Background: an optimization exercise with open tools, aiming at small area and few clock cycles. Do not read the settings as production practice. Only simulation tests tie the RTL to the original design; equivalence was not proved.

--- flow/flow/run.sh ---
#!/bin/bash
# The standard layout with these changes:
#  - synthesis: the standard script (same registers, names and cell types), but
#    the design's modules are kept apart until after technology mapping; the
#    index adder tree (mscs_idx), which holds the critical path, is mapped with
#    ORFS's speed script and every other module with flow/abc_area.script, an
#    area-oriented mapping; the yosys pre-mapping abc pass is skipped. After
#    flattening, the index datapath's internal wire names are dropped so that
#    its outputs drive the output ports directly, buffers are inserted only for
#    outputs that share a net (as the standard synthesis does), and the netlist
#    is renamed as in the standard synthesis
#  - plain buf_1 cells as the port buffers
#  - a clock tree of clkbuf_8 cells, larger sink clusters, no dummy loads
set -uo pipefail
W=$(pwd)
sed -e "s#^source \$::env(SCRIPTS_DIR)/synth_preamble.tcl\$#source \$::env(SCRIPTS_DIR)/synth_preamble.tcl\nset abc_area_args [lreplace \$abc_args 1 1 $W/flow/abc_area.script]#" \
    -e "s#^  log_cmd abc {\*}\$abc_args\$#  log_cmd abc {*}\$abc_args mscs_idx\n  log_cmd abc {*}\$abc_area_args marching_squares_top marching_squares_cell_segments mscs_seg_calc#" \
    "$FLOW_HOME/scripts/synth.tcl" > "$W/my_synth_core.tcl"
sed -e "s#source \$::env(SCRIPTS_DIR)/synth.tcl#source $W/my_synth_core.tcl#" \
    -e "s#yosys synth -nofsm -noshare#yosys synth -nofsm -noshare -noabc#" \
    -e "s#^opt_clean -purge\$#yosys rename -hide w:u_core.u_calc.*\nopt_clean -purge\ninsbuf -buf {*}\$::env(MIN_BUF_CELL_AND_PORTS)#" \
    synth_recipe.tcl > "$W/my_synth.tcl"
sed "s#SYNTH_SCRIPT=[^ ]*#SYNTH_SCRIPT=$W/my_synth.tcl#" standard.sh > "$W/my_standard.sh"
SYNTH_HIERARCHICAL=1 SYNTH_MINIMUM_KEEP_SIZE=0 SYNTH_INSBUF=0 bash "$W/my_standard.sh" synth > synth.log 2>&1
export BUFFER_PORTS_ARGS="-buffer_cell sky130_fd_sc_hd__buf_1"
export CTS_ARGS="-sink_clustering_enable -repair_clock_nets -buf_list sky130_fd_sc_hd__clkbuf_8 -root_buf sky130_fd_sc_hd__clkbuf_8 -dont_use_dummy_load -sink_clustering_size 30"
bash "$W/my_standard.sh" > standard.log 2>&1
--- flow/flow/abc_area.script ---
strash
&get -n
&fraig -x
&put
scorr
dc2
dch -f
amap
topo
stime -c
--- flow/standard.sh ---
#!/bin/bash
# synth_recipe.tcl (not shown) runs the flow's synth.tcl, then flattens the netlist and writes it again
# the make line also repeats each setting of config.mk as NAME=value (left out here)
make -C /OpenROAD-flow-scripts/flow DESIGN_CONFIG=/design/flow/config.mk WORK_HOME=/design/flow/orfs CLKGATE_MAP_FILE= SYNTH_SCRIPT=/design/flow/synth_recipe.tcl "${@:-finish}"
--- flow/config.mk ---
export PLATFORM = sky130hd
export DESIGN_NAME = marching_squares_top
export DESIGN_NICKNAME = marching_squares_top
export VERILOG_FILES = /design/flow/design.v
export SDC_FILE = /design/flow/constraint.sdc
export NUM_CORES = 4
export LEC_CHECK = 0
export CAP_MARGIN = 20
export CORE_MARGIN = 2
export CORE_UTILIZATION = 55
export PLACE_DENSITY = 0.75
export SLEW_MARGIN = 20
--- flow/constraint.sdc ---
create_clock -name core_clock -period 9.0 [get_ports {clk}]
set_input_delay 1.8000 -clock core_clock [delete_from_list [all_inputs] [get_ports {clk}]]
set_output_delay 1.8000 -clock core_clock [all_outputs]
set_load 0.01 [all_outputs]
--- flow/design.v ---
`default_nettype none
module marching_squares_top (
    input  wire        clk,
    input  wire        rst_n,
    input  wire        cell_valid,
    output wire        cell_stall,
    input  wire [79:0] cell_word,
    output wire        seg_valid,
    input  wire        seg_stall,
    output wire [36:0] seg,
    input  wire        psel,
    input  wire        penable,
    input  wire        pwrite,
    input  wire [3:0]  paddr,
    input  wire [31:0] pwdata,
    output wire [31:0] prdata,
    output wire        pready
);
    marching_squares_cell_segments u_core (
        .clk        (clk),
        .rst_n      (rst_n),
        .cell_valid (cell_valid),
        .cell_stall (cell_stall),
        .cell_word  (cell_word),
        .seg_valid  (seg_valid),
        .seg_stall  (seg_stall),
        .seg        (seg),
        .psel       (psel),
        .penable    (penable),
        .pwrite     (pwrite),
        .paddr      (paddr),
        .pwdata     (pwdata),
        .prdata     (prdata),
        .pready     (pready)
    );
endmodule
`default_nettype wire

`default_nettype none
package mscs_pkg;
    localparam int MAX_COLUMNS = 256;
    localparam int MAX_ROWS    = 256;
    localparam int SAMPLE_BITS = 16;
    localparam int COORD_BITS  = 8;
    localparam int COUNT_BITS  = 9;
    localparam int INDEX_BITS  = 17;
    localparam int ADDR_BITS   = 4;
    localparam int DATA_BITS   = 32;
    localparam logic [1:0] REG_THRESHOLD = 2'd0;
    localparam logic [1:0] REG_COLUMNS   = 2'd1;
    localparam logic [1:0] REG_ROWS      = 2'd2;
    typedef struct packed {
        logic [COORD_BITS-1:0]         cell_x;
        logic [COORD_BITS-1:0]         cell_y;
        logic signed [SAMPLE_BITS-1:0] top_left;
        logic signed [SAMPLE_BITS-1:0] top_right;
        logic signed [SAMPLE_BITS-1:0] bottom_right;
        logic signed [SAMPLE_BITS-1:0] bottom_left;
    } cell_t;
    typedef struct packed {
        logic                  first_is_vertex;
        logic [INDEX_BITS-1:0] first_index;
        logic                  second_is_vertex;
        logic [INDEX_BITS-1:0] second_index;
        logic                  last_of_cell;
    } segment_t;
    typedef struct packed {
        logic                  is_vertex;
        logic [INDEX_BITS-1:0] index;
    } endpoint_t;
    typedef struct packed {
        logic [1:0] count;
        segment_t   first;
        segment_t   second;
    } seg_pair_t;
endpackage
`default_nettype wire
`default_nettype none
module mscs_seg_calc (
    input  wire logic [mscs_pkg::COUNT_BITS-1:0]  cols,       
    input  wire logic [mscs_pkg::INDEX_BITS-1:0]  horiz,      
    input  wire logic [7:0]                       ma,         
    input  wire logic [8:0]                       mb,         
    input  wire logic [7:0]                       mc,         
    input  wire logic                             hmode,      
    input  wire logic [3:0]                       on,         
    input  wire logic [1:0]                       pe,         
    input  wire logic [1:0]                       qe,         
    input  wire logic                             last,
    output mscs_pkg::segment_t                    seg
);
    localparam int IW = mscs_pkg::INDEX_BITS;
    localparam logic [1:0] E_TOP    = 2'd0;
    localparam logic [1:0] E_RIGHT  = 2'd1;
    localparam logic [1:0] E_BOTTOM = 2'd2;
    localparam logic [1:0] E_LEFT   = 2'd3;
    function automatic logic [4:0] ep_ctl(input logic [1:0] e, input logic [3:0] o);
        logic ta, tb;
        logic v;
        logic [2:0] sel;
        logic cin;
        case (e)
            E_TOP:    begin ta = o[3]; tb = o[2]; end
            E_RIGHT:  begin ta = o[2]; tb = o[1]; end
            E_BOTTOM: begin ta = o[0]; tb = o[1]; end
            default:  begin ta = o[3]; tb = o[0]; end
        endcase
        v = ta ^ tb;
        case (e)
            E_TOP:    begin sel = v ? 3'd0 : 3'd3; cin = v ? tb : 1'b1; end
            E_RIGHT:  begin sel = v ? (tb ? 3'd1 : 3'd0) : 3'd2; cin = 1'b1; end
            E_BOTTOM: begin sel = v ? 3'd1 : 3'd4; cin = v & tb; end
            default:  begin sel = v ? (tb ? 3'd1 : 3'd0) : 3'd2; cin = 1'b0; end
        endcase
        ep_ctl = {v, sel, cin};
    endfunction
    function automatic logic [IW-1:0] offs(input logic [2:0] s, input logic [IW-1:0] c,
                                           input logic [IW-1:0] h, input logic [IW-1:0] n,
                                           input logic [IW-1:0] cn);
        case (s)
            3'd1:    offs = c;
            3'd2:    offs = h;
            3'd3:    offs = n;
            3'd4:    offs = cn;
            default: offs = '0;
        endcase
    endfunction
    function automatic logic [IW-1:0] c_minus_y1(input logic [8:0] c, input logic [7:0] y);
        logic [IW-1:0] a, b, s;
        logic          k;
        a = {8'h00, c};
        b = {9'h1ff, ~y};
        k = 1'b0;
        for (int i = 0; i < IW; i++)
        begin
            s[i] = a[i] ^ b[i] ^ k;
            k    = (a[i] & b[i]) | (a[i] & k) | (b[i] & k);
        end
        c_minus_y1 = s;
    endfunction
    logic [4:0]    pc, qc;
    logic [2:0]    psel;
    logic          pcin;
    logic [IW-1:0] ny, cny, cz;
    logic [IW-1:0] po, qo;
    assign pc   = ep_ctl(pe, on);
    assign qc   = ep_ctl(qe, on);
    assign psel = hmode ? 3'd4 : pc[3:1];
    assign pcin = hmode ? 1'b0 : pc[0];
    assign ny   = {9'h1ff, ~ma};
    assign cz   = {8'h00, cols};
    assign cny  = c_minus_y1(cols, ma);
    assign po   = offs(psel, cz, horiz, ny, cny);
    assign qo   = offs(qc[3:1], cz, horiz, ny, cny);
    mscs_idx u_idx (
        .a    (ma),
        .b    (mb),
        .c    (mc),
        .po   (po),
        .pcin (pcin),
        .qo   (qo),
        .qcin (qc[0]),
        .pi   (seg.first_index),
        .qi   (seg.second_index)
    );
    assign seg.first_is_vertex  = pc[4];
    assign seg.second_is_vertex = qc[4];
    assign seg.last_of_cell     = last;
endmodule
module mscs_idx (
    input  wire logic [7:0]  a,
    input  wire logic [8:0]  b,
    input  wire logic [7:0]  c,
    input  wire logic [16:0] po,
    input  wire logic        pcin,
    input  wire logic [16:0] qo,
    input  wire logic        qcin,
    output logic [16:0]      pi,
    output logic [16:0]      qi
);
    wire [8:0] pp0 = b & {9{a[0]}};
    wire [8:0] pp1 = b & {9{a[1]}};
    wire [8:0] pp2 = b & {9{a[2]}};
    wire [8:0] pp3 = b & {9{a[3]}};
    wire [8:0] pp4 = b & {9{a[4]}};
    wire [8:0] pp5 = b & {9{a[5]}};
    wire [8:0] pp6 = b & {9{a[6]}};
    wire [8:0] pp7 = b & {9{a[7]}};
    wire t1;
    wire t2;
    wire t3;
    wire t4;
    wire t5;
    wire t6;
    wire t7;
    wire t8;
    wire t9;
    wire t10;
    wire t11;
    wire t12;
    wire t13;
    wire t14;
    wire t15;
    wire t16;
    wire t17;
    wire t18;
    wire t19;
    wire t20;
    wire t21;
    wire t22;
    wire t23;
    wire t24;
    wire t25;
    wire t26;
    wire t27;
    wire t28;
    wire t29;
    wire t30;
    wire t31;
    wire t32;
    wire t33;
    wire t34;
    wire t35;
    wire t36;
    wire t37;
    wire t38;
    wire t39;
    wire t40;
    wire t41;
    wire t42;
    wire t43;
    wire t44;
    wire t45;
    wire t46;
    wire t47;
    wire t48;
    wire t49;
    wire t50;
    wire t51;
    wire t52;
    wire t53;
    wire t54;
    wire t55;
    wire t56;
    wire t57;
    wire t58;
    wire t59;
    wire t60;
    wire t61;
    wire t62;
    wire t63;
    wire t64;
    wire t65;
    wire t66;
    wire t67;
    wire t68;
    wire t69;
    wire t70;
    wire t71;
    wire t72;
    wire t73;
    wire t74;
    wire t75;
    wire t76;
    wire t77;
    wire t78;
    wire t79;
    wire t80;
    wire t81;
    wire t82;
    wire t83;
    wire t84;
    wire t85;
    wire t86;
    wire t87;
    wire t88;
    wire t89;
    wire t90;
    wire t91;
    wire t92;
    wire t93;
    wire t94;
    wire t95;
    wire t96;
    wire t97;
    wire t98;
    wire t99;
    wire t100;
    wire t101;
    wire t102;
    wire t103;
    wire t104;
    wire t105;
    wire t106;
    wire t107;
    wire t108;
    wire t109;
    wire t110;
    wire t111;
    wire t112;
    wire t113;
    wire t114;
    wire t115;
    wire t116;
    wire t117;
    wire t118;
    wire t119;
    wire t120;
    wire t121;
    wire t122;
    wire t123;
    wire t124;
    wire t125;
    wire t126;
    wire t127;
    wire t128;
    wire t129;
    wire t130;
    wire t131;
    wire t132;
    wire t133;
    wire t134;
    wire t135;
    wire t136;
    wire t137;
    wire t138;
    wire t139;
    wire t140;
    wire t141;
    wire t142;
    wire t143;
    wire t144;
    wire t145;
    wire t146;
    wire t147;
    wire t148;
    wire t149;
    wire t150;
    wire t151;
    wire t152;
    wire t153;
    wire t154;
    wire t155;
    wire t156;
    wire t157;
    wire t158;
    wire t159;
    wire t160;
    wire t161;
    wire t162;
    wire t163;
    wire t164;
    wire t165;
    wire t166;
    wire t167;
    wire t168;
    wire t169;
    wire t170;
    wire t171;
    wire t172;
    wire t173;
    wire t174;
    wire t175;
    wire t176;
    wire t177;
    wire t178;
    wire t179;
    wire t180;
    wire t181;
    wire t182;
    wire t183;
    wire t184;
    wire t185;
    wire t186;
    wire t187;
    wire t188;
    wire t189;
    wire t190;
    wire t191;
    wire t192;
    wire t193;
    wire t194;
    wire t195;
    wire t196;
    wire t197;
    wire t198;
    wire t199;
    wire t200;
    wire t201;
    wire t202;
    wire t203;
    wire t204;
    wire t205;
    wire t206;
    wire t207;
    wire t208;
    wire t209;
    wire t210;
    wire t211;
    wire t212;
    wire t213;
    wire t214;
    wire t215;
    wire t216;
    wire t217;
    wire t218;
    wire t219;
    wire t220;
    wire t221;
    wire t222;
    wire t223;
    wire t224;
    wire t225;
    wire t226;
    wire t227;
    wire t228;
    wire t229;
    wire t230;
    wire t231;
    wire t232;
    wire t233;
    wire t234;
    wire t235;
    wire t236;
    wire t237;
    wire t238;
    wire t239;
    wire t240;
    wire t241;
    wire t242;
    wire t243;
    wire t244;
    wire t245;
    wire t246;
    wire t247;
    wire t248;
    wire t249;
    wire t250;
    wire t251;
    wire t252;
    wire t253;
    wire t254;
    wire t255;
    wire t256;
    wire t257;
    wire t258;
    wire t259;
    wire t260;
    wire t261;
    wire t262;
    wire t263;
    wire t264;
    wire t265;
    wire t266;
    wire t267;
    wire t268;
    wire t269;
    wire t270;
    wire t271;
    wire t272;
    wire t273;
    wire t274;
    wire t275;
    wire t276;
    wire t277;
    wire t278;
    wire t279;
    wire t280;
    wire t281;
    wire t282;
    wire t283;
    wire t284;
    wire t285;
    wire t286;
    wire t287;
    wire t288;
    wire t289;
    wire t290;
    wire t291;
    wire t292;
    wire t293;
    wire t294;
    wire t295;
    wire t296;
    wire t297;
    wire t298;
    wire t299;
    wire t300;
    wire t301;
    wire t302;
    wire t303;
    wire t304;
    wire t305;
    wire t306;
    wire t307;
    wire t308;
    wire t309;
    wire t310;
    wire t311;
    wire t312;
    assign t1 = pp0[5] ^ pp1[4];
    assign t2 = pp0[5] & pp1[4];
    assign t3 = pp0[6] ^ pp1[5] ^ pp2[4];
    assign t4 = (pp0[6] & pp1[5]) | (pp0[6] & pp2[4]) | (pp1[5] & pp2[4]);
    assign t5 = pp3[3] ^ pp4[2];
    assign t6 = pp3[3] & pp4[2];
    assign t7 = pp0[7] ^ pp1[6] ^ pp2[5];
    assign t8 = (pp0[7] & pp1[6]) | (pp0[7] & pp2[5]) | (pp1[6] & pp2[5]);
    assign t9 = pp3[4] ^ pp4[3] ^ pp5[2];
    assign t10 = (pp3[4] & pp4[3]) | (pp3[4] & pp5[2]) | (pp4[3] & pp5[2]);
    assign t11 = pp6[1] ^ pp7[0];
    assign t12 = pp6[1] & pp7[0];
    assign t13 = pp0[8] ^ pp1[7] ^ pp2[6];
    assign t14 = (pp0[8] & pp1[7]) | (pp0[8] & pp2[6]) | (pp1[7] & pp2[6]);
    assign t15 = pp3[5] ^ pp4[4] ^ pp5[3];
    assign t16 = (pp3[5] & pp4[4]) | (pp3[5] & pp5[3]) | (pp4[4] & pp5[3]);
    assign t17 = pp6[2] ^ pp7[1];
    assign t18 = pp6[2] & pp7[1];
    assign t19 = pp1[8] ^ pp2[7] ^ pp3[6];
    assign t20 = (pp1[8] & pp2[7]) | (pp1[8] & pp3[6]) | (pp2[7] & pp3[6]);
    assign t21 = pp4[5] ^ pp5[4] ^ pp6[3];
    assign t22 = (pp4[5] & pp5[4]) | (pp4[5] & pp6[3]) | (pp5[4] & pp6[3]);
    assign t23 = pp2[8] ^ pp3[7] ^ pp4[6];
    assign t24 = (pp2[8] & pp3[7]) | (pp2[8] & pp4[6]) | (pp3[7] & pp4[6]);
    assign t25 = pp0[3] ^ pp1[2];
    assign t26 = pp0[3] & pp1[2];
    assign t27 = pp0[4] ^ pp1[3] ^ pp2[2];
    assign t28 = (pp0[4] & pp1[3]) | (pp0[4] & pp2[2]) | (pp1[3] & pp2[2]);
    assign t29 = pp3[1] ^ pp4[0];
    assign t30 = pp3[1] & pp4[0];
    assign t31 = t1 ^ pp2[3] ^ pp3[2];
    assign t32 = (t1 & pp2[3]) | (t1 & pp3[2]) | (pp2[3] & pp3[2]);
    assign t33 = pp4[1] ^ pp5[0] ^ c[5];
    assign t34 = (pp4[1] & pp5[0]) | (pp4[1] & c[5]) | (pp5[0] & c[5]);
    assign t35 = t2 ^ t3 ^ t5;
    assign t36 = (t2 & t3) | (t2 & t5) | (t3 & t5);
    assign t37 = pp5[1] ^ pp6[0] ^ c[6];
    assign t38 = (pp5[1] & pp6[0]) | (pp5[1] & c[6]) | (pp6[0] & c[6]);
    assign t39 = t4 ^ t6 ^ t7;
    assign t40 = (t4 & t6) | (t4 & t7) | (t6 & t7);
    assign t41 = t9 ^ t11 ^ c[7];
    assign t42 = (t9 & t11) | (t9 & c[7]) | (t11 & c[7]);
    assign t43 = t8 ^ t10 ^ t12;
    assign t44 = (t8 & t10) | (t8 & t12) | (t10 & t12);
    assign t45 = t13 ^ t15 ^ t17;
    assign t46 = (t13 & t15) | (t13 & t17) | (t15 & t17);
    assign t47 = t14 ^ t16 ^ t18;
    assign t48 = (t14 & t16) | (t14 & t18) | (t16 & t18);
    assign t49 = t19 ^ t21 ^ pp7[2];
    assign t50 = (t19 & t21) | (t19 & pp7[2]) | (t21 & pp7[2]);
    assign t51 = t20 ^ t22 ^ t23;
    assign t52 = (t20 & t22) | (t20 & t23) | (t22 & t23);
    assign t53 = pp5[5] ^ pp6[4] ^ pp7[3];
    assign t54 = (pp5[5] & pp6[4]) | (pp5[5] & pp7[3]) | (pp6[4] & pp7[3]);
    assign t55 = t24 ^ pp3[8] ^ pp4[7];
    assign t56 = (t24 & pp3[8]) | (t24 & pp4[7]) | (pp3[8] & pp4[7]);
    assign t57 = pp5[6] ^ pp6[5] ^ pp7[4];
    assign t58 = (pp5[6] & pp6[5]) | (pp5[6] & pp7[4]) | (pp6[5] & pp7[4]);
    assign t59 = pp4[8] ^ pp5[7] ^ pp6[6];
    assign t60 = (pp4[8] & pp5[7]) | (pp4[8] & pp6[6]) | (pp5[7] & pp6[6]);
    assign t61 = pp0[2] ^ pp1[1];
    assign t62 = pp0[2] & pp1[1];
    assign t63 = t25 ^ pp2[1] ^ pp3[0];
    assign t64 = (t25 & pp2[1]) | (t25 & pp3[0]) | (pp2[1] & pp3[0]);
    assign t65 = t26 ^ t27 ^ t29;
    assign t66 = (t26 & t27) | (t26 & t29) | (t27 & t29);
    assign t67 = t28 ^ t30 ^ t31;
    assign t68 = (t28 & t30) | (t28 & t31) | (t30 & t31);
    assign t69 = t32 ^ t34 ^ t35;
    assign t70 = (t32 & t34) | (t32 & t35) | (t34 & t35);
    assign t71 = t36 ^ t38 ^ t39;
    assign t72 = (t36 & t38) | (t36 & t39) | (t38 & t39);
    assign t73 = t40 ^ t42 ^ t43;
    assign t74 = (t40 & t42) | (t40 & t43) | (t42 & t43);
    assign t75 = t44 ^ t46 ^ t47;
    assign t76 = (t44 & t46) | (t44 & t47) | (t46 & t47);
    assign t77 = t48 ^ t50 ^ t51;
    assign t78 = (t48 & t50) | (t48 & t51) | (t50 & t51);
    assign t79 = t52 ^ t54 ^ t55;
    assign t80 = (t52 & t54) | (t52 & t55) | (t54 & t55);
    assign t81 = t56 ^ t58 ^ t59;
    assign t82 = (t56 & t58) | (t56 & t59) | (t58 & t59);
    assign t83 = t60 ^ pp5[8] ^ pp6[7];
    assign t84 = (t60 & pp5[8]) | (t60 & pp6[7]) | (pp5[8] & pp6[7]);
    assign t85 = pp0[1] ^ pp1[0];
    assign t86 = pp0[1] & pp1[0];
    assign t87 = t61 ^ pp2[0] ^ c[2];
    assign t88 = (t61 & pp2[0]) | (t61 & c[2]) | (pp2[0] & c[2]);
    assign t89 = t62 ^ t63 ^ c[3];
    assign t90 = (t62 & t63) | (t62 & c[3]) | (t63 & c[3]);
    assign t91 = t64 ^ t65 ^ c[4];
    assign t92 = (t64 & t65) | (t64 & c[4]) | (t65 & c[4]);
    assign t93 = t66 ^ t67 ^ t33;
    assign t94 = (t66 & t67) | (t66 & t33) | (t67 & t33);
    assign t95 = t68 ^ t69 ^ t37;
    assign t96 = (t68 & t69) | (t68 & t37) | (t69 & t37);
    assign t97 = t70 ^ t71 ^ t41;
    assign t98 = (t70 & t71) | (t70 & t41) | (t71 & t41);
    assign t99 = t72 ^ t73 ^ t45;
    assign t100 = (t72 & t73) | (t72 & t45) | (t73 & t45);
    assign t101 = t74 ^ t75 ^ t49;
    assign t102 = (t74 & t75) | (t74 & t49) | (t75 & t49);
    assign t103 = t76 ^ t77 ^ t53;
    assign t104 = (t76 & t77) | (t76 & t53) | (t77 & t53);
    assign t105 = t78 ^ t79 ^ t57;
    assign t106 = (t78 & t79) | (t78 & t57) | (t79 & t57);
    assign t107 = t80 ^ t81 ^ pp7[5];
    assign t108 = (t80 & t81) | (t80 & pp7[5]) | (t81 & pp7[5]);
    assign t109 = t82 ^ t83 ^ pp7[6];
    assign t110 = (t82 & t83) | (t82 & pp7[6]) | (t83 & pp7[6]);
    assign t111 = t84 ^ pp6[8] ^ pp7[7];
    assign t112 = (t84 & pp6[8]) | (t84 & pp7[7]) | (pp6[8] & pp7[7]);
    assign t113 = pp0[0] ^ c[0];
    assign t114 = pp0[0] & c[0];
    assign t115 = t85 ^ c[1] ^ po[1];
    assign t116 = (t85 & c[1]) | (t85 & po[1]) | (c[1] & po[1]);
    assign t117 = t86 ^ t87 ^ po[2];
    assign t118 = (t86 & t87) | (t86 & po[2]) | (t87 & po[2]);
    assign t119 = t88 ^ t89 ^ po[3];
    assign t120 = (t88 & t89) | (t88 & po[3]) | (t89 & po[3]);
    assign t121 = t90 ^ t91 ^ po[4];
    assign t122 = (t90 & t91) | (t90 & po[4]) | (t91 & po[4]);
    assign t123 = t92 ^ t93 ^ po[5];
    assign t124 = (t92 & t93) | (t92 & po[5]) | (t93 & po[5]);
    assign t125 = t94 ^ t95 ^ po[6];
    assign t126 = (t94 & t95) | (t94 & po[6]) | (t95 & po[6]);
    assign t127 = t96 ^ t97 ^ po[7];
    assign t128 = (t96 & t97) | (t96 & po[7]) | (t97 & po[7]);
    assign t129 = t98 ^ t99 ^ po[8];
    assign t130 = (t98 & t99) | (t98 & po[8]) | (t99 & po[8]);
    assign t131 = t100 ^ t101 ^ po[9];
    assign t132 = (t100 & t101) | (t100 & po[9]) | (t101 & po[9]);
    assign t133 = t102 ^ t103 ^ po[10];
    assign t134 = (t102 & t103) | (t102 & po[10]) | (t103 & po[10]);
    assign t135 = t104 ^ t105 ^ po[11];
    assign t136 = (t104 & t105) | (t104 & po[11]) | (t105 & po[11]);
    assign t137 = t106 ^ t107 ^ po[12];
    assign t138 = (t106 & t107) | (t106 & po[12]) | (t107 & po[12]);
    assign t139 = t108 ^ t109 ^ po[13];
    assign t140 = (t108 & t109) | (t108 & po[13]) | (t109 & po[13]);
    assign t141 = t110 ^ t111 ^ po[14];
    assign t142 = (t110 & t111) | (t110 & po[14]) | (t111 & po[14]);
    assign t143 = t112 ^ pp7[8] ^ po[15];
    assign t144 = (t112 & pp7[8]) | (t112 & po[15]) | (pp7[8] & po[15]);
    assign t145 = t113 ^ po[0] ^ pcin;
    assign t146 = (t113 & po[0]) | (t113 & pcin) | (po[0] & pcin);
    assign t147 = t114 ^ t115 ^ t146;
    assign t148 = (t114 & t115) | (t114 & t146) | (t115 & t146);
    assign t149 = t116 ^ t117 ^ t148;
    assign t150 = (t116 & t117) | (t116 & t148) | (t117 & t148);
    assign t151 = t118 ^ t119 ^ t150;
    assign t152 = (t118 & t119) | (t118 & t150) | (t119 & t150);
    assign t153 = t120 ^ t121 ^ t152;
    assign t154 = (t120 & t121) | (t120 & t152) | (t121 & t152);
    assign t155 = t122 ^ t123 ^ t154;
    assign t156 = (t122 & t123) | (t122 & t154) | (t123 & t154);
    assign t157 = t124 ^ t125 ^ 1'b0;
    assign t158 = (t124 & t125) | (t124 & 1'b0) | (t125 & 1'b0);
    assign t159 = t126 ^ t127 ^ t158;
    assign t160 = (t126 & t127) | (t126 & t158) | (t127 & t158);
    assign t161 = t128 ^ t129 ^ t160;
    assign t162 = (t128 & t129) | (t128 & t160) | (t129 & t160);
    assign t163 = t130 ^ t131 ^ t162;
    assign t164 = (t130 & t131) | (t130 & t162) | (t131 & t162);
    assign t165 = t132 ^ t133 ^ t164;
    assign t166 = (t132 & t133) | (t132 & t164) | (t133 & t164);
    assign t167 = t134 ^ t135 ^ t166;
    assign t168 = (t134 & t135) | (t134 & t166) | (t135 & t166);
    assign t169 = t124 ^ t125 ^ 1'b1;
    assign t170 = (t124 & t125) | (t124 & 1'b1) | (t125 & 1'b1);
    assign t171 = t126 ^ t127 ^ t170;
    assign t172 = (t126 & t127) | (t126 & t170) | (t127 & t170);
    assign t173 = t128 ^ t129 ^ t172;
    assign t174 = (t128 & t129) | (t128 & t172) | (t129 & t172);
    assign t175 = t130 ^ t131 ^ t174;
    assign t176 = (t130 & t131) | (t130 & t174) | (t131 & t174);
    assign t177 = t132 ^ t133 ^ t176;
    assign t178 = (t132 & t133) | (t132 & t176) | (t133 & t176);
    assign t179 = t134 ^ t135 ^ t178;
    assign t180 = (t134 & t135) | (t134 & t178) | (t135 & t178);
    assign t181 = t156 ? t169 : t157;
    assign t182 = t156 ? t171 : t159;
    assign t183 = t156 ? t173 : t161;
    assign t184 = t156 ? t175 : t163;
    assign t185 = t156 ? t177 : t165;
    assign t186 = t156 ? t179 : t167;
    assign t187 = t156 ? t180 : t168;
    assign t188 = t136 ^ t137 ^ 1'b0;
    assign t189 = (t136 & t137) | (t136 & 1'b0) | (t137 & 1'b0);
    assign t190 = t138 ^ t139 ^ t189;
    assign t191 = (t138 & t139) | (t138 & t189) | (t139 & t189);
    assign t192 = t140 ^ t141 ^ t191;
    assign t193 = (t140 & t141) | (t140 & t191) | (t141 & t191);
    assign t194 = t142 ^ t143 ^ t193;
    assign t195 = (t142 & t143) | (t142 & t193) | (t143 & t193);
    assign t196 = t144 ^ po[16] ^ t195;
    assign t197 = (t144 & po[16]) | (t144 & t195) | (po[16] & t195);
    assign t198 = t136 ^ t137 ^ 1'b1;
    assign t199 = (t136 & t137) | (t136 & 1'b1) | (t137 & 1'b1);
    assign t200 = t138 ^ t139 ^ t199;
    assign t201 = (t138 & t139) | (t138 & t199) | (t139 & t199);
    assign t202 = t140 ^ t141 ^ t201;
    assign t203 = (t140 & t141) | (t140 & t201) | (t141 & t201);
    assign t204 = t142 ^ t143 ^ t203;
    assign t205 = (t142 & t143) | (t142 & t203) | (t143 & t203);
    assign t206 = t144 ^ po[16] ^ t205;
    assign t207 = (t144 & po[16]) | (t144 & t205) | (po[16] & t205);
    assign t208 = t187 ? t198 : t188;
    assign t209 = t187 ? t200 : t190;
    assign t210 = t187 ? t202 : t192;
    assign t211 = t187 ? t204 : t194;
    assign t212 = t187 ? t206 : t196;
    assign t213 = pp0[0] ^ c[0];
    assign t214 = pp0[0] & c[0];
    assign t215 = t85 ^ c[1] ^ qo[1];
    assign t216 = (t85 & c[1]) | (t85 & qo[1]) | (c[1] & qo[1]);
    assign t217 = t86 ^ t87 ^ qo[2];
    assign t218 = (t86 & t87) | (t86 & qo[2]) | (t87 & qo[2]);
    assign t219 = t88 ^ t89 ^ qo[3];
    assign t220 = (t88 & t89) | (t88 & qo[3]) | (t89 & qo[3]);
    assign t221 = t90 ^ t91 ^ qo[4];
    assign t222 = (t90 & t91) | (t90 & qo[4]) | (t91 & qo[4]);
    assign t223 = t92 ^ t93 ^ qo[5];
    assign t224 = (t92 & t93) | (t92 & qo[5]) | (t93 & qo[5]);
    assign t225 = t94 ^ t95 ^ qo[6];
    assign t226 = (t94 & t95) | (t94 & qo[6]) | (t95 & qo[6]);
    assign t227 = t96 ^ t97 ^ qo[7];
    assign t228 = (t96 & t97) | (t96 & qo[7]) | (t97 & qo[7]);
    assign t229 = t98 ^ t99 ^ qo[8];
    assign t230 = (t98 & t99) | (t98 & qo[8]) | (t99 & qo[8]);
    assign t231 = t100 ^ t101 ^ qo[9];
    assign t232 = (t100 & t101) | (t100 & qo[9]) | (t101 & qo[9]);
    assign t233 = t102 ^ t103 ^ qo[10];
    assign t234 = (t102 & t103) | (t102 & qo[10]) | (t103 & qo[10]);
    assign t235 = t104 ^ t105 ^ qo[11];
    assign t236 = (t104 & t105) | (t104 & qo[11]) | (t105 & qo[11]);
    assign t237 = t106 ^ t107 ^ qo[12];
    assign t238 = (t106 & t107) | (t106 & qo[12]) | (t107 & qo[12]);
    assign t239 = t108 ^ t109 ^ qo[13];
    assign t240 = (t108 & t109) | (t108 & qo[13]) | (t109 & qo[13]);
    assign t241 = t110 ^ t111 ^ qo[14];
    assign t242 = (t110 & t111) | (t110 & qo[14]) | (t111 & qo[14]);
    assign t243 = t112 ^ pp7[8] ^ qo[15];
    assign t244 = (t112 & pp7[8]) | (t112 & qo[15]) | (pp7[8] & qo[15]);
    assign t245 = t213 ^ qo[0] ^ qcin;
    assign t246 = (t213 & qo[0]) | (t213 & qcin) | (qo[0] & qcin);
    assign t247 = t214 ^ t215 ^ t246;
    assign t248 = (t214 & t215) | (t214 & t246) | (t215 & t246);
    assign t249 = t216 ^ t217 ^ t248;
    assign t250 = (t216 & t217) | (t216 & t248) | (t217 & t248);
    assign t251 = t218 ^ t219 ^ t250;
    assign t252 = (t218 & t219) | (t218 & t250) | (t219 & t250);
    assign t253 = t220 ^ t221 ^ t252;
    assign t254 = (t220 & t221) | (t220 & t252) | (t221 & t252);
    assign t255 = t222 ^ t223 ^ t254;
    assign t256 = (t222 & t223) | (t222 & t254) | (t223 & t254);
    assign t257 = t224 ^ t225 ^ 1'b0;
    assign t258 = (t224 & t225) | (t224 & 1'b0) | (t225 & 1'b0);
    assign t259 = t226 ^ t227 ^ t258;
    assign t260 = (t226 & t227) | (t226 & t258) | (t227 & t258);
    assign t261 = t228 ^ t229 ^ t260;
    assign t262 = (t228 & t229) | (t228 & t260) | (t229 & t260);
    assign t263 = t230 ^ t231 ^ t262;
    assign t264 = (t230 & t231) | (t230 & t262) | (t231 & t262);
    assign t265 = t232 ^ t233 ^ t264;
    assign t266 = (t232 & t233) | (t232 & t264) | (t233 & t264);
    assign t267 = t234 ^ t235 ^ t266;
    assign t268 = (t234 & t235) | (t234 & t266) | (t235 & t266);
    assign t269 = t224 ^ t225 ^ 1'b1;
    assign t270 = (t224 & t225) | (t224 & 1'b1) | (t225 & 1'b1);
    assign t271 = t226 ^ t227 ^ t270;
    assign t272 = (t226 & t227) | (t226 & t270) | (t227 & t270);
    assign t273 = t228 ^ t229 ^ t272;
    assign t274 = (t228 & t229) | (t228 & t272) | (t229 & t272);
    assign t275 = t230 ^ t231 ^ t274;
    assign t276 = (t230 & t231) | (t230 & t274) | (t231 & t274);
    assign t277 = t232 ^ t233 ^ t276;
    assign t278 = (t232 & t233) | (t232 & t276) | (t233 & t276);
    assign t279 = t234 ^ t235 ^ t278;
    assign t280 = (t234 & t235) | (t234 & t278) | (t235 & t278);
    assign t281 = t256 ? t269 : t257;
    assign t282 = t256 ? t271 : t259;
    assign t283 = t256 ? t273 : t261;
    assign t284 = t256 ? t275 : t263;
    assign t285 = t256 ? t277 : t265;
    assign t286 = t256 ? t279 : t267;
    assign t287 = t256 ? t280 : t268;
    assign t288 = t236 ^ t237 ^ 1'b0;
    assign t289 = (t236 & t237) | (t236 & 1'b0) | (t237 & 1'b0);
    assign t290 = t238 ^ t239 ^ t289;
    assign t291 = (t238 & t239) | (t238 & t289) | (t239 & t289);
    assign t292 = t240 ^ t241 ^ t291;
    assign t293 = (t240 & t241) | (t240 & t291) | (t241 & t291);
    assign t294 = t242 ^ t243 ^ t293;
    assign t295 = (t242 & t243) | (t242 & t293) | (t243 & t293);
    assign t296 = t244 ^ qo[16] ^ t295;
    assign t297 = (t244 & qo[16]) | (t244 & t295) | (qo[16] & t295);
    assign t298 = t236 ^ t237 ^ 1'b1;
    assign t299 = (t236 & t237) | (t236 & 1'b1) | (t237 & 1'b1);
    assign t300 = t238 ^ t239 ^ t299;
    assign t301 = (t238 & t239) | (t238 & t299) | (t239 & t299);
    assign t302 = t240 ^ t241 ^ t301;
    assign t303 = (t240 & t241) | (t240 & t301) | (t241 & t301);
    assign t304 = t242 ^ t243 ^ t303;
    assign t305 = (t242 & t243) | (t242 & t303) | (t243 & t303);
    assign t306 = t244 ^ qo[16] ^ t305;
    assign t307 = (t244 & qo[16]) | (t244 & t305) | (qo[16] & t305);
    assign t308 = t287 ? t298 : t288;
    assign t309 = t287 ? t300 : t290;
    assign t310 = t287 ? t302 : t292;
    assign t311 = t287 ? t304 : t294;
    assign t312 = t287 ? t306 : t296;
    assign pi = {t212, t211, t210, t209, t208, t186, t185, t184, t183, t182, t181, t155, t153, t151, t149, t147, t145};
    assign qi = {t312, t311, t310, t309, t308, t286, t285, t284, t283, t282, t281, t255, t253, t251, t249, t247, t245};
endmodule
`default_nettype wire
`default_nettype none
module marching_squares_cell_segments (
    input  wire logic                            clk,
    input  wire logic                            rst_n,
    input  wire logic                            cell_valid,
    output logic                                 cell_stall,
    input  wire mscs_pkg::cell_t                 cell_word,
    output logic                                 seg_valid,
    input  wire logic                            seg_stall,
    output mscs_pkg::segment_t                   seg,
    input  wire logic                            psel,
    input  wire logic                            penable,
    input  wire logic                            pwrite,
    input  wire logic [mscs_pkg::ADDR_BITS-1:0]  paddr,
    input  wire logic [mscs_pkg::DATA_BITS-1:0]  pwdata,
    output logic [mscs_pkg::DATA_BITS-1:0]       prdata,
    output logic                                 pready
);
    localparam int CW = mscs_pkg::COUNT_BITS;
    localparam int SW = mscs_pkg::SAMPLE_BITS;
    localparam int IW = mscs_pkg::INDEX_BITS;
    localparam logic [1:0] E_TOP    = 2'd0;
    localparam logic [1:0] E_RIGHT  = 2'd1;
    localparam logic [1:0] E_BOTTOM = 2'd2;
    localparam logic [1:0] E_LEFT   = 2'd3;
    function automatic logic ge16(input logic [15:0] a, input logic [15:0] t);
        logic c;
        c = 1'b1;
        for (int i = 0; i < 16; i++)
            c = t[i] ? a[i] : c;
        ge16 = c;
    endfunction
    function automatic logic ge8(input logic [7:0] a, input logic [7:0] b);
        logic c;
        c = 1'b1;
        for (int i = 0; i < 8; i++)
            c = (a[i] & ~b[i]) | ((a[i] | ~b[i]) & c);
        ge8 = c;
    endfunction
    function automatic logic [7:0] sub8(input logic [7:0] v, input logic [7:0] k);
        logic [7:0] d;
        logic       b;
        b = 1'b0;
        for (int i = 0; i < 8; i++)
        begin
            d[i] = v[i] ^ k[i] ^ b;
            b    = (~v[i] & k[i]) | (~v[i] & b) | (k[i] & b);
        end
        sub8 = d;
    endfunction
    function automatic logic [7:0] clamp_minus(input logic [CW-1:0] v, input logic lo,
                                               input logic hi, input logic [7:0] k);
        if (lo)
            clamp_minus = 8'd2 - k;
        else if (hi)
            clamp_minus = 8'd0 - k;
        else
            clamp_minus = sub8(v[7:0], k);
    endfunction
    logic [SW-1:0]        thr_reg;
    logic [CW-1:0]        cols_raw_reg;
    logic [CW-1:0]        rows_raw_reg;
    logic                 cols_lo_reg, cols_hi_reg;
    logic                 rows_lo, rows_hi;
    logic [IW-1:0]        horiz_reg;
    logic [CW-1:0]        cols_c;
    logic [7:0]           cols_m2;
    logic [7:0]           rows_m1;
    logic                 wd_lo, wd_hi;
    logic                 cfg_wr;
    logic                 grid_wr;
    logic                 grid_wr_reg;
    assign pready  = 1'b1;
    assign cfg_wr  = psel && penable && pwrite;
    assign grid_wr = cfg_wr && ((paddr[3:2] == mscs_pkg::REG_COLUMNS) ||
                                (paddr[3:2] == mscs_pkg::REG_ROWS));
    assign wd_lo   = pwdata[8:1] == 8'd0;
    assign wd_hi   = pwdata[8] && (pwdata[7:0] != 8'd0);
    assign rows_lo = rows_raw_reg[8:1] == 8'd0;
    assign rows_hi = rows_raw_reg[8] && (rows_raw_reg[7:0] != 8'd0);
    assign cols_c  = cols_lo_reg ? CW'(2) : (cols_hi_reg ? CW'(256) : cols_raw_reg);
    assign cols_m2 = clamp_minus(cols_raw_reg, cols_lo_reg, cols_hi_reg, 8'd2);
    assign rows_m1 = clamp_minus(rows_raw_reg, rows_lo, rows_hi, 8'd1);
    always_ff @(posedge clk or negedge rst_n)
    begin
        if (!rst_n)
            grid_wr_reg <= 1'b0;
        else
            grid_wr_reg <= grid_wr;
    end
    always_ff @(posedge clk or negedge rst_n)
    begin
        if (!rst_n)
        begin
            thr_reg      <= '0;
            cols_raw_reg <= CW'(mscs_pkg::MAX_COLUMNS);
            rows_raw_reg <= CW'(mscs_pkg::MAX_ROWS);
            cols_lo_reg  <= 1'b0;
            cols_hi_reg  <= 1'b0;
        end
        else if (cfg_wr)
        begin
            unique case (paddr[3:2])
                mscs_pkg::REG_THRESHOLD:
                begin
                    thr_reg <= pwdata[SW-1:0];
                end
                mscs_pkg::REG_COLUMNS:
                begin
                    cols_raw_reg <= pwdata[CW-1:0];
                    cols_lo_reg  <= wd_lo;
                    cols_hi_reg  <= wd_hi;
                end
                mscs_pkg::REG_ROWS:
                begin
                    rows_raw_reg <= pwdata[CW-1:0];
                end
                default:
                begin
                end
            endcase
        end
    end
    always_comb
    begin
        unique case (paddr[3:2])
            mscs_pkg::REG_THRESHOLD: prdata = mscs_pkg::DATA_BITS'(thr_reg);
            mscs_pkg::REG_COLUMNS:   prdata = mscs_pkg::DATA_BITS'(cols_raw_reg);
            mscs_pkg::REG_ROWS:      prdata = mscs_pkg::DATA_BITS'(rows_raw_reg);
            default:                 prdata = '0;
        endcase
    end
    logic [SW-1:0] u_tl, u_tr, u_br, u_bl, u_thr;
    logic [3:0]    code;
    logic [3:0]    on_cell;
    logic          high;
    logic          in_grid;
    logic          flip;
    logic          has_seg;
    logic          saddle;
    logic [1:0]    pe_cell;
    logic [1:0]    qe_cell;
    assign u_tl  = cell_word.top_left     ^ 16'h8000;
    assign u_tr  = cell_word.top_right    ^ 16'h8000;
    assign u_br  = cell_word.bottom_right ^ 16'h8000;
    assign u_bl  = cell_word.bottom_left  ^ 16'h8000;
    assign u_thr = thr_reg ^ 16'h8000;
    logic [SW-1:0] t_tl, t_tr, t_br, t_bl;
    assign t_tl    = cell_word.top_left     ^ thr_reg;
    assign t_tr    = cell_word.top_right    ^ thr_reg;
    assign t_br    = cell_word.bottom_right ^ thr_reg;
    assign t_bl    = cell_word.bottom_left  ^ thr_reg;
    assign code    = {ge16(u_tl, t_tl), ge16(u_tr, t_tr), ge16(u_br, t_br), ge16(u_bl, t_bl)};
    assign on_cell = {t_tl == '0, t_tr == '0, t_br == '0, t_bl == '0};
    logic [18:0] s1, c1, s2, c2, s3, c3, nt;
    logic        hc;
    assign nt = {1'b0, ~u_thr, 2'b11};
    assign s1 = {3'b000, u_tl ^ u_tr ^ u_br};
    assign c1 = {2'b00, (u_tl & u_tr) | (u_tl & u_br) | (u_tr & u_br), 1'b0};
    assign s2 = s1 ^ c1 ^ {3'b000, u_bl};
    assign c2 = {(s1[17:0] & c1[17:0]) | (s1[17:0] & {2'b00, u_bl}) | (c1[17:0] & {2'b00, u_bl}), 1'b0};
    assign s3 = s2 ^ c2 ^ nt;
    assign c3 = {(s2[17:0] & c2[17:0]) | (s2[17:0] & nt[17:0]) | (c2[17:0] & nt[17:0]), 1'b0};
    always_comb
    begin
        hc = 1'b1;
        for (int i = 0; i < 18; i++)
            hc = (s3[i] & c3[i]) | (s3[i] & hc) | (c3[i] & hc);
        high = s3[18] ^ c3[18] ^ hc;
    end
    assign in_grid = ge8(cols_m2, cell_word.cell_x) && !ge8(cell_word.cell_y, rows_m1);
    assign saddle  = (code == 4'd5) || (code == 4'd10);
    assign has_seg = in_grid && (code != 4'd0) && (code != 4'd15);
    assign flip    = high != (code == 4'd5);
    always_comb
    begin
        case (code)
            4'd1, 4'd14: begin pe_cell = E_LEFT;   qe_cell = E_BOTTOM; end
            4'd2, 4'd13: begin pe_cell = E_BOTTOM; qe_cell = E_RIGHT;  end
            4'd3, 4'd12: begin pe_cell = E_LEFT;   qe_cell = E_RIGHT;  end
            4'd4, 4'd11: begin pe_cell = E_TOP;    qe_cell = E_RIGHT;  end
            4'd6, 4'd9:  begin pe_cell = E_TOP;    qe_cell = E_BOTTOM; end
            4'd7, 4'd8:  begin pe_cell = E_LEFT;   qe_cell = E_TOP;    end
            default:     begin pe_cell = E_LEFT;   qe_cell = flip ? E_BOTTOM : E_TOP; end
        endcase
    end
    logic          d_valid_reg;
    logic [7:0]    d_x_reg;
    logic [7:0]    d_y_reg;
    logic [3:0]    d_on_reg;
    logic [1:0]    d_pe_reg;
    logic [1:0]    d_qe_reg;
    logic          d_pend_reg;      
    logic          d_top2_reg;      
    logic deliver;
    logic free;
    logic load;
    assign deliver    = d_valid_reg && !seg_stall;
    assign free       = !d_valid_reg || (deliver && !d_pend_reg);
    assign cell_stall = !free || grid_wr_reg;
    assign load       = cell_valid && has_seg && !cell_stall;
    always_ff @(posedge clk or negedge rst_n)
    begin
        if (!rst_n)
            d_valid_reg <= 1'b0;
        else if (free)
            d_valid_reg <= load;
    end
    always_ff @(posedge clk)
    begin
        if (load)
        begin
            d_x_reg <= cell_word.cell_x;
            d_y_reg <= cell_word.cell_y;
        end
        else if (free)
        begin
            d_x_reg <= 8'd0;
            d_y_reg <= rows_m1;
        end
    end
    always_ff @(posedge clk)
    begin
        if (load)
        begin
            d_on_reg   <= on_cell;
            d_pe_reg   <= pe_cell;
            d_qe_reg   <= qe_cell;
            d_pend_reg <= saddle;
            d_top2_reg <= flip;
        end
        else if (deliver && d_pend_reg)
        begin
            d_pe_reg   <= d_top2_reg ? E_TOP : E_BOTTOM;
            d_qe_reg   <= E_RIGHT;
            d_pend_reg <= 1'b0;
        end
    end
    mscs_seg_calc u_calc (
        .cols   (cols_c),
        .horiz  (horiz_reg),
        .ma     (d_y_reg),
        .mb     (cols_c),
        .mc     (d_x_reg),
        .hmode  (!d_valid_reg),
        .on     (d_on_reg),
        .pe     (d_pe_reg),
        .qe     (d_qe_reg),
        .last   (!d_pend_reg),
        .seg    (seg)
    );
    always_ff @(posedge clk)
    begin
        if (!d_valid_reg)
            horiz_reg <= seg.first_index;
    end
    assign seg_valid = d_valid_reg;
endmodule
`default_nettype wire
==> run_results.csv, run 1 <==
group,metric,value,unit
yosys,syn-mean-instance-area,9.37,µm²
routing,drt_iter0_markers,721,
critical_path,cp.arrival,6870,ps
place,dp_slack,12.9,ps
floorplan,io-pin-count,195,
routing,route.detailed.wl_per_inst,18.5,µm
timing,setup_slack,331,ps
critical_path,timing.critical_path.fanout_max,7,
timing,maxSlewHeadroom,0.375,
grt,grt_overflow_total,0,
outcome,outcome,"no timing/DRC/antenna violations",
grt,grt_pass1_vias,9135,
timing,finClkSkew,29.9,ps
min_path,min-delay-path-class,"reg -> reg",
finish,layout.cells.most_common_list,"buf_1, fa_1, clkinv_1",
timing,drv_slew,0,
clock_tree,clock_insertion_delay_worst_skew,390,ps
clock_tree,cts_root_buffer,"clkbuf_8",
finish,final_antenna_diode_count,0,
critical_path,crit_type,"reg -> out",
floorplan,initial_utilization,0.559,
floorplan,core.rowCount,50,
flow_run,timing.max_cap.violations,0,
grt,grt_max_degree,39,
routing,route.final.wire_length,28.5,mm
grt,groute.usage.overall,0.293,
place,dp.final_hpwl,23.5,mm
clock_tree,clock_tree.htree_level_count,3,
place,routabilityCongestion,0.949,
timing,setup-violations-final,0,
timing,worstMarginPinSlew,937,ps
clock_tree,cts-buffers-inserted,9,
yosys,synth_cells,1113,
routing,detail-route-antenna-nets,0,
critical_path,critical_path.most_common_cell,"fa_1",
routing,drt-pass1-iter-count,7,
finish,instances_no_fill,1540,
finish,areaGrowthSynthToFinish,12.2,%
clock_tree,cts_tree,"done",
finish,drive_gt1_frac,0.0628,
floorplan,dieArea,20100,µm²
timing,finalCriticalPeriod,8670,ps
critical_path,crit_buf_inv,5,
grt,grt_first_pass_wirelength,45.9,mm
finish,finish.net_count,1637,
routing,dr_total_vias,9230,
grt,number_of_antenna_violations_at_the_first_check_in_global_routing,0,
place,buffer_ports.inserted,159,
critical_path,critical-path-slowest-cell,"fa_1",
critical_path,critPathMaxStageDelay,500,ps
clock_tree,clk_pin_slew,100,ps
yosys,synth-warning-count,8,
finish,largest_register_ffs,17,
floorplan,die_x,142,µm
routing,routed_via_density,5.99,
routing,drc,0,
critical_path,cpLargestDelayFamily,"adder cells",
clock_tree,cts.path.max_buffers,2,
floorplan,die_h,142,µm
clock_tree,numClockSinks,81,
timing,final.period_utilization,0.963,
yosys,netlist_area,10400,µm²
timing,max_freq,0.115,GHz
critical_path,critPathRequiredTime,7200,ps
timing,timing_hold_violations_final,0,
clock_tree,holdBufCountCts,0,
finish,most_frequent_standard_cell_in_the_layout_excluding_fill_and_tap_cells,"buf_1",
place,dp_cells,1525,
critical_path,critPathLaunchType,"register",
floorplan,floorplan.core_area,18600,µm²
critical_path,worst_setup_ep_type,"primary output",
worst register-to-register path, cell delays in order (launching register included):
cell	delay (ps)
dfrtp_1	430
clkinvlp_4	110
nand2_2	110
nor2_4	170
ha_1	170
clkinv_1	80
fa_1	410
fa_1	400
fa_1	400
fa_1	410
fa_2	360
fa_1	390
fa_1	380
ha_1	220
a21oi_1	140
buf_4	160
o21ai_0	110
fa_1	500
o22a_4	290
o21ai_0	100
a21oi_2	70
a2111oi_4	310
buf_6	190
mux2i_1	220
nand4_1	120
cell type report:
cell class | instances | area (µm²)
multi-input combinational | 876 | 7650
fill | 1610 | 6950
sequential | 81 | 2240
timing repair buffer | 184 | 795
inverter | 156 | 591
tap | 234 | 293
clock buffer | 9 | 124
routing by layer:
layer  routed length (µm)  vias to the layer above  GRT usage
li1                     -                     4233          -
met5                    0                        -          0
met3                 2180                       49     0.0523
met1                12200                     4517      0.407
met2                13600                      431      0.476
met4                  609                        0     0.0805
repair_timing:
action,4_1_cts,5_1_grt
buffers inserted,0,6
setup endpoints to repair,10,12
gates resized for setup,12,25
pin swaps,1,8
metrics by stage:
stage                     hold slack (ps)   util  TNS (ps)  instance area, µm²
after floorplan                       478      -         0               10500
after global placement                513  0.612         0               11400
after detailed placement              530  0.612         0               11400
after CTS                             546  0.620         0               11600
after global routing                  552  0.627     -11.1               11700
final                                 536  0.627         0               11700
worst paths after layout:
check / slack, ps / end / depth (start not counted) / from
hold / removal: 540 / u_core.rows_raw_reg[8]$_DFFE_PN1P_ / 2 / u_core.rows_raw_reg[8]$_DFFE_PN1P_
setup / recovery: 330 / seg[33] / 25 / u_core.cols_hi_reg$_DFFE_PN0P_
min in group asynchronous: 1560 / u_core.rows_raw_reg[3]$_DFFE_PN0P_ / 1 / rst_n
max in group asynchronous: 6850 / u_core.cols_lo_reg$_DFFE_PN0P_ / 1 / rst_n
setup reg to reg: 2520 / u_core.horiz_reg[16]$_DFFE_PN_ / 24 / u_core.cols_hi_reg$_DFFE_PN0P_
hold reg to reg: 540 / u_core.rows_raw_reg[8]$_DFFE_PN1P_ / 2 / u_core.rows_raw_reg[8]$_DFFE_PN1P_
Testbench counts, summed over its fixed seeds: cycles 10,644.
==> inputs of run 2 (changes only) <==
--- a/flow/config.mk
+++ b/flow/config.mk
@@ -10,3 +10,4 @@
 export CORE_UTILIZATION = 55
-export PLACE_DENSITY = 0.75
+export GPL_ROUTABILITY_DRIVEN = 0
+export GPL_TIMING_DRIVEN = 0
 export SLEW_MARGIN = 20
==> run 2 against run 1 <==
Maximum frequency shrank 1.1%. Clock skew grew 13 ps. Critical path depth shrank 1. Count of clock-buffer cells in the layout is the same. Global-route usage shrank 0.40 points. Cell count grew 0.78%. Still clean. First-iteration DRC count shrank 26%. Routed wire length shrank 1.3%. Synthesized cell count is the same. Die area is the same.
==> run_results.csv, run 2 <==
group,metric,value,unit
yosys,synth-warning-count,8,
min_path,worstHoldStart,"u_core.rows_raw_reg[8]$_DFFE_PN1P_",
place,dp.final_hpwl,22.7,mm
finish,layout.cells.most_common_list,"buf_1, fa_1, clkinv_1",
yosys,syn-mean-instance-area,9.37,µm²
floorplan,initial_utilization,0.559,
routing,drc,0,
grt,groute.usage.overall,0.289,
timing,final.period_utilization,0.974,
clock_tree,cts.path.max_buffers,2,
routing,drt_iter0_markers,531,
floorplan,io-pin-count,195,
timing,timing_hold_violations_final,0,
critical_path,crit_path_cell_trace,"clkinvlp_4, nand2_4, nor2_4, ha_1, clkinv_1, fa_1, fa_1, fa_1, fa_1, fa_1, fa_1, fa_1, ha_1, or2_0, o2111ai_1, fa_2, ha_1, inv_1, o311ai_4, a211oi_4, mux2i_2, buf_4, xor2_1, clkbuf_2",
timing,drv_slew,0,
timing,worstMarginPinSlew,1230,ps
critical_path,start_point_of_the_critical_path,"u_core.cols_hi_reg$_DFFE_PN0P_",
clock_tree,numClockSinks,81,
routing,dr_total_vias,8943,
floorplan,die_h,142,µm
min_path,min-delay-path-class,"reg -> reg",
finish,most_frequent_standard_cell_in_the_layout_excluding_fill_and_tap_cells,"buf_1",
routing,route.detailed.wl_per_inst,18.1,µm
routing,routed_via_density,5.76,
place,buffer_ports.inserted,159,
critical_path,rrSetupSlack,2340,ps
critical_path,rr_worst_depth,23,
clock_tree,holdBufCountCts,0,
grt,grt_max_degree,31,
grt,grt_overflow_total,0,
finish,areaGrowthSynthToFinish,14.0,%
floorplan,dieArea,20100,µm²
finish,postLayoutCoreUtil,0.638,
finish,final_antenna_diode_count,0,
timing,finalCriticalPeriod,8770,ps
grt,number_of_antenna_violations_at_the_first_check_in_global_routing,0,
timing,maxSlewHeadroom,0.157,
routing,drt-pass1-iter-count,5,
critical_path,crit_type,"reg -> out",
clock_tree,cts_root_buffer,"clkbuf_8",
timing,finClkSkew,43.3,ps
critical_path,timing.critical_path.fanout_max,7,
routing,route.final.wire_length,28.1,mm
critical_path,critPathRequiredTime,7200,ps
clock_tree,clock_tree.htree_level_count,3,
floorplan,floorplan.core_area,18600,µm²
floorplan,die_x,142,µm
critical_path,cp-endpoint,"seg[16]",
critical_path,cp.arrival,6970,ps
critical_path,critPathMaxStageDelay,550,ps
clock_tree,clk_pin_slew,120,ps
yosys,synth_cells,1113,
clock_tree,clock_insertion_delay_worst_skew,410,ps
flow_run,timing.max_cap.violations,0,
clock_tree,cts-buffers-inserted,9,
routing,detail-route-antenna-nets,0,
outcome,outcome,"no timing/DRC/antenna violations",
critical_path,critical_path.most_common_cell,"fa_1",
critical_path,origin_of_the_critical_flop_to_flop_path,"u_core.cols_hi_reg$_DFFE_PN0P_",
critical_path,critPathLaunchType,"register",
floorplan,core.rowCount,50,
yosys,netlist_area,10400,µm²
critical_path,reg2reg_to,"u_core.horiz_reg[16]$_DFFE_PN_",
critical_path,critical-path-slowest-cell,"fa_2",
grt,grt_first_pass_wirelength,45.0,mm
timing,setup-violations-final,0,
clock_tree,cts_tree,"done",
finish,drive_gt1_frac,0.0804,
finish,largest_register_ffs,17,
finish,fillCellCount,1667,
grt,grt_pass1_vias,8809,
critical_path,worst_setup_ep_type,"primary output",
timing,max_freq,0.114,GHz
finish,finish.net_count,1649,
-- run 2: cell type report --
| cell class | instances | area [µm²] | share of cell area |
|---|---|---|---|
| multi-input combinational | 876 | 7710 | 0.649 |
| sequential | 81 | 2250 | 0.189 |
| timing repair buffer | 181 | 803 | 0.0676 |
| inverter | 156 | 596 | 0.0501 |
| tap | 234 | 293 | 0.0246 |
| clock buffer | 9 | 124 | 0.0104 |
| buffer | 15 | 113 | 0.00947 |
-- run 2: layer usage --
metal	up-vias	global-route usage	wire length, µm
li1	4267	-	-
met1	4326	0.396	12400
met2	320	0.491	13600
met3	30	0.0408	1670
met4	0	0.0653	463
met5	-	0	0
-- run 2: worst max-delay path: cells and delay by family, from the launching register on --
| family | cells | cell delay [ps] |
|---|---|---|
| adders and majority gates | 11 | 3990 |
| and+or+nand+nor | 3 | 490 |
| AOI/OAI and AO/OA | 3 | 580 |
| xor gates and xnor gates | 1 | 150 |
| muxes | 1 | 310 |
| buffers and inverters | 5 | 630 |
| DFF | 1 | 430 |
-- run 2: what timing repair did --
| action | 4_1_cts | 5_1_grt |
|---|---|---|
| pin swaps | 7 | 11 |
| setup buffers | 10 | 7 |
| hold endpoints to repair | 0 | 0 |
| endpoints found under the setup margin | 15 | 13 |
| gates resized for setup | 20 | 31 |
| gates cloned | 0 | 0 |
-- run 2: through the flow --
stage               instances  TNS (ps)  setup slack, ps  hold slack [ps]  instance area, µm²
floorplan                1128         0              528              478               10500
global placement         1521     -9290            -1260              498               11400
detailed placement       1526     -4170             -819              508               11400
CTS                      1545     -8.05            -8.05              527               11700
global route             1552     -64.6            -35.5              555               11900
finish                   1552         0              234              529               11900
-- run 2: worst min path at each step --
| stage | slack, ps | cells after the start | end |
|---|---|---|---|
| finish | 530 | 2 | u_core.rows_raw_reg[8]$_DFFE_PN1P_ |
| detailed placement | 510 | 2 | u_core.rows_raw_reg[8]$_DFFE_PN1P_ |
| global route | 560 | 1 | u_core.cols_raw_reg[8]$_DFFE_PN1P_ |
| global placement | 500 | 2 | u_core.rows_raw_reg[8]$_DFFE_PN1P_ |
| floorplan | 480 | 2 | u_core.rows_raw_reg[8]$_DFFE_PN1P_ |
| CTS | 530 | 2 | u_core.rows_raw_reg[8]$_DFFE_PN1P_ |
==> inputs of run 3 (changes only) <==
--- a/flow/flow/run.sh
+++ b/flow/flow/run.sh
@@ -25,3 +25,3 @@
 export BUFFER_PORTS_ARGS="-buffer_cell sky130_fd_sc_hd__buf_1"
-export CTS_ARGS="-sink_clustering_enable -repair_clock_nets -buf_list sky130_fd_sc_hd__clkbuf_8 -root_buf sky130_fd_sc_hd__clkbuf_8 -dont_use_dummy_load -sink_clustering_size 30"
+export CTS_ARGS="-sink_clustering_enable -repair_clock_nets -buf_list sky130_fd_sc_hd__clkbuf_8 -root_buf sky130_fd_sc_hd__clkbuf_8 -dont_use_dummy_load -sink_clustering_size 30 -sink_clustering_max_diameter 300"
 bash "$W/my_standard.sh" > standard.log 2>&1
--- a/flow/config.mk
+++ b/flow/config.mk
@@ -9,5 +9,3 @@
 export CORE_MARGIN = 2
-export CORE_UTILIZATION = 55
-export GPL_ROUTABILITY_DRIVEN = 0
-export GPL_TIMING_DRIVEN = 0
+export CORE_UTILIZATION = 40
 export SLEW_MARGIN = 20
==> run 3 against run 2 <==
Worst setup slack better by 110 ps. Worst hold slack better by 3.3 ps. Cell count increased by 6.0%. Routed wire length rose by 5.0%. Critical path depth fell by 1. Via count rose by 1.3%. Count of clock-buffer cells in the layout stayed put. Register-to-register slack improved by 180 ps. Synthesized cell count did not move. Global-route usage shrank 6.9 points. Maximum frequency grew 1.3%. Critical endpoint is now seg[34].
==> run_results.csv, run 3 <==
group,metric,value,unit
place,dp_slack,260,ps
routing,drc,0,
critical_path,cp.arrival,6860,ps
outcome,outcome,"no timing/DRC/antenna violations",
floorplan,die_x,165,µm
finish,final_antenna_diode_count,0,
critical_path,critPathRequiredTime,7200,ps
min_path,min-delay-path-class,"reg -> reg",
finish,layout.cells.most_common_list,"buf_1, fa_1, clkinv_1",
critical_path,crit_type,"reg -> out",
clock_tree,cts-buffers-inserted,9,
place,buffer_ports.inserted,159,
finish,areaGrowthSynthToFinish,13.6,%
routing,route.final.wire_length,29.5,mm
critical_path,worst_setup_ep_type,"primary output",
floorplan,floorplan.core_area,25800,µm²
grt,grt_first_pass_wirelength,46.4,mm
timing,finClkSkew,36.2,ps
timing,worstMarginPinSlew,1090,ps
floorplan,dieArea,27400,µm²
grt,grt_max_degree,39,
finish,fillCellCount,2549,
finish,largest_register_ffs,17,
routing,detail-route-antenna-nets,0,
yosys,syn-mean-instance-area,9.37,µm²
timing,holdWs,532,ps
timing,maxSlewHeadroom,0.253,
routing,routed_via_density,5.50,
critical_path,timing.critical_path.fanout_max,7,
timing,drv_slew,0,
yosys,synth_cells,1113,
flow_run,timing.max_cap.violations,0,
critical_path,critPathLaunchType,"register",
grt,number_of_antenna_violations_at_the_first_check_in_global_routing,1,
clock_tree,numClockSinks,81,
clock_tree,cts_tree,"done",
floorplan,initial_utilization,0.404,
grt,grt_overflow_total,0,
grt,groute.usage.overall,0.220,
floorplan,io-pin-count,195,
finish,drive_gt1_frac,0.0672,
timing,setup_slack,342,ps
timing,max_freq,0.116,GHz
grt,grt_pass1_vias,8792,
timing,final.period_utilization,0.962,
timing,timing_hold_violations_final,0,
clock_tree,clock_insertion_delay_worst_skew,390,ps
place,dp.final_hpwl,24.3,mm
clock_tree,cts.path.max_buffers,2,
finish,finish.net_count,1641,
routing,drt_iter0_markers,672,
yosys,netlist_area,10400,µm²
routing,dr_total_vias,9055,
yosys,synth-warning-count,8,
clock_tree,clk_pin_slew,110,ps
floorplan,die_h,165,µm
timing,setup-violations-final,0,
floorplan,core.rowCount,59,
routing,drt-pass1-iter-count,6,
timing,setup_total_negative_slack,0,ps
place,routabilityCongestion,0.926,
finish,most_frequent_standard_cell_in_the_layout_excluding_fill_and_tap_cells,"buf_1",
clock_tree,cts_root_buffer,"clkbuf_8",
timing,finalCriticalPeriod,8660,ps
clock_tree,clock_tree.htree_level_count,3,
routing,route.detailed.wl_per_inst,17.9,µm
run 3: cell type report:
cell class                 instances  area [µm²]  share of cell area
tap                              335         419              0.0354
multi-input combinational        876        7640               0.645
clock buffer                       9         124              0.0105
timing repair buffer             188         823              0.0695
inverter                         156         597              0.0504
sequential                        81        2250               0.190
run 3: path summary, 6_finish.rpt:
path	from	endpoint	slack (ps)	depth (start not counted)
hold reg to reg	u_core.rows_raw_reg[8]$_DFFE_PN1P_	u_core.rows_raw_reg[8]$_DFFE_PN1P_	530	2
hold / removal	u_core.rows_raw_reg[8]$_DFFE_PN1P_	u_core.rows_raw_reg[8]$_DFFE_PN1P_	530	2
setup / recovery	u_core.cols_lo_reg$_DFFE_PN0P_	seg[34]	340	23
setup reg to reg	u_core.cols_lo_reg$_DFFE_PN0P_	u_core.horiz_reg[16]$_DFFE_PN_	2520	24
max in group asynchronous	rst_n	u_core.cols_lo_reg$_DFFE_PN0P_	6840	1
min in group asynchronous	rst_n	u_core.cols_raw_reg[6]$_DFFE_PN0P_	1540	1
run 3: metrics by stage:
step,utilization,std cells,instance area (µm²)
final,0.458,1645,11800
after global routing,0.458,1645,11800
after CTS,0.453,1638,11700
after detailed placement,0.447,1628,11500
after global placement,0.447,1628,11500
after floorplan,-,1128,10500
run 3: routing by layer:
metal  part of all wire  global-route usage  vias to the layer above
met4              0.014              0.0447                        2
met1               0.46               0.318                     4456
met3              0.062              0.0325                       30
met5            0.00024                   0                        -
li1                   -                   -                     4241
met2               0.46               0.353                      326
run 3: critical path, cell delays in order (launching register included):
cell	delay, ps
dfrtp_2	460
clkinvlp_4	150
nand2_4	90
nor2_4	120
ha_1	170
clkinv_1	80
fa_1	390
fa_1	400
fa_1	390
fa_1	390
fa_1	400
fa_1	400
fa_1	370
ha_1	290
o221ai_1	300
fa_1	470
or2_4	270
a21oi_2	170
a21oi_2	100
a2111oi_4	290
buf_6	190
mux2i_2	230
xor2_1	190
buf_2	160
run 3: what timing repair did:
| action | 4_1_cts | 5_1_grt |
|---|---|---|
| cloned | 0 | 0 |
| pin swaps | 1 | 6 |
| hold buffers | 0 | 0 |
| setup buffers | 1 | 7 |
| endpoints found under the setup margin | 6 | 13 |
| resized for setup | 8 | 30 |

## static timing again, ports no longer ideal
In the flow no input, the clock included, has a driving cell. The finished layouts below were timed again as built, in two steps. Step 1: set_driving_cell puts a clkbuf_16 on clk and a buf_2 on each other input, an assumption about the parent block. Step 2 times the ports against the registers' clock, not the clock port: input delays grow and output delays shrink by t, the midpoint of the rising clock arrivals with the driver on. a / b / c = no drivers / after step 1 / after step 2; a / b = the first two.
run | t (ns) | setup WS [ns] | slew at the worst register clock pin (ns) | worst data-port slew with drivers (ns)
run 1 | 0.412 | 0.331 / 0.292 / 0.704 | 0.10 / 0.10 | 0.06
run 2 | 0.429 | 0.234 / 0.189 / 0.619 | 0.12 / 0.12 | 0.06
run 3 | 0.410 | 0.342 / 0.300 / 0.711 | 0.11 / 0.11 | 0.07
After both steps setup and hold are still met in every run listed.
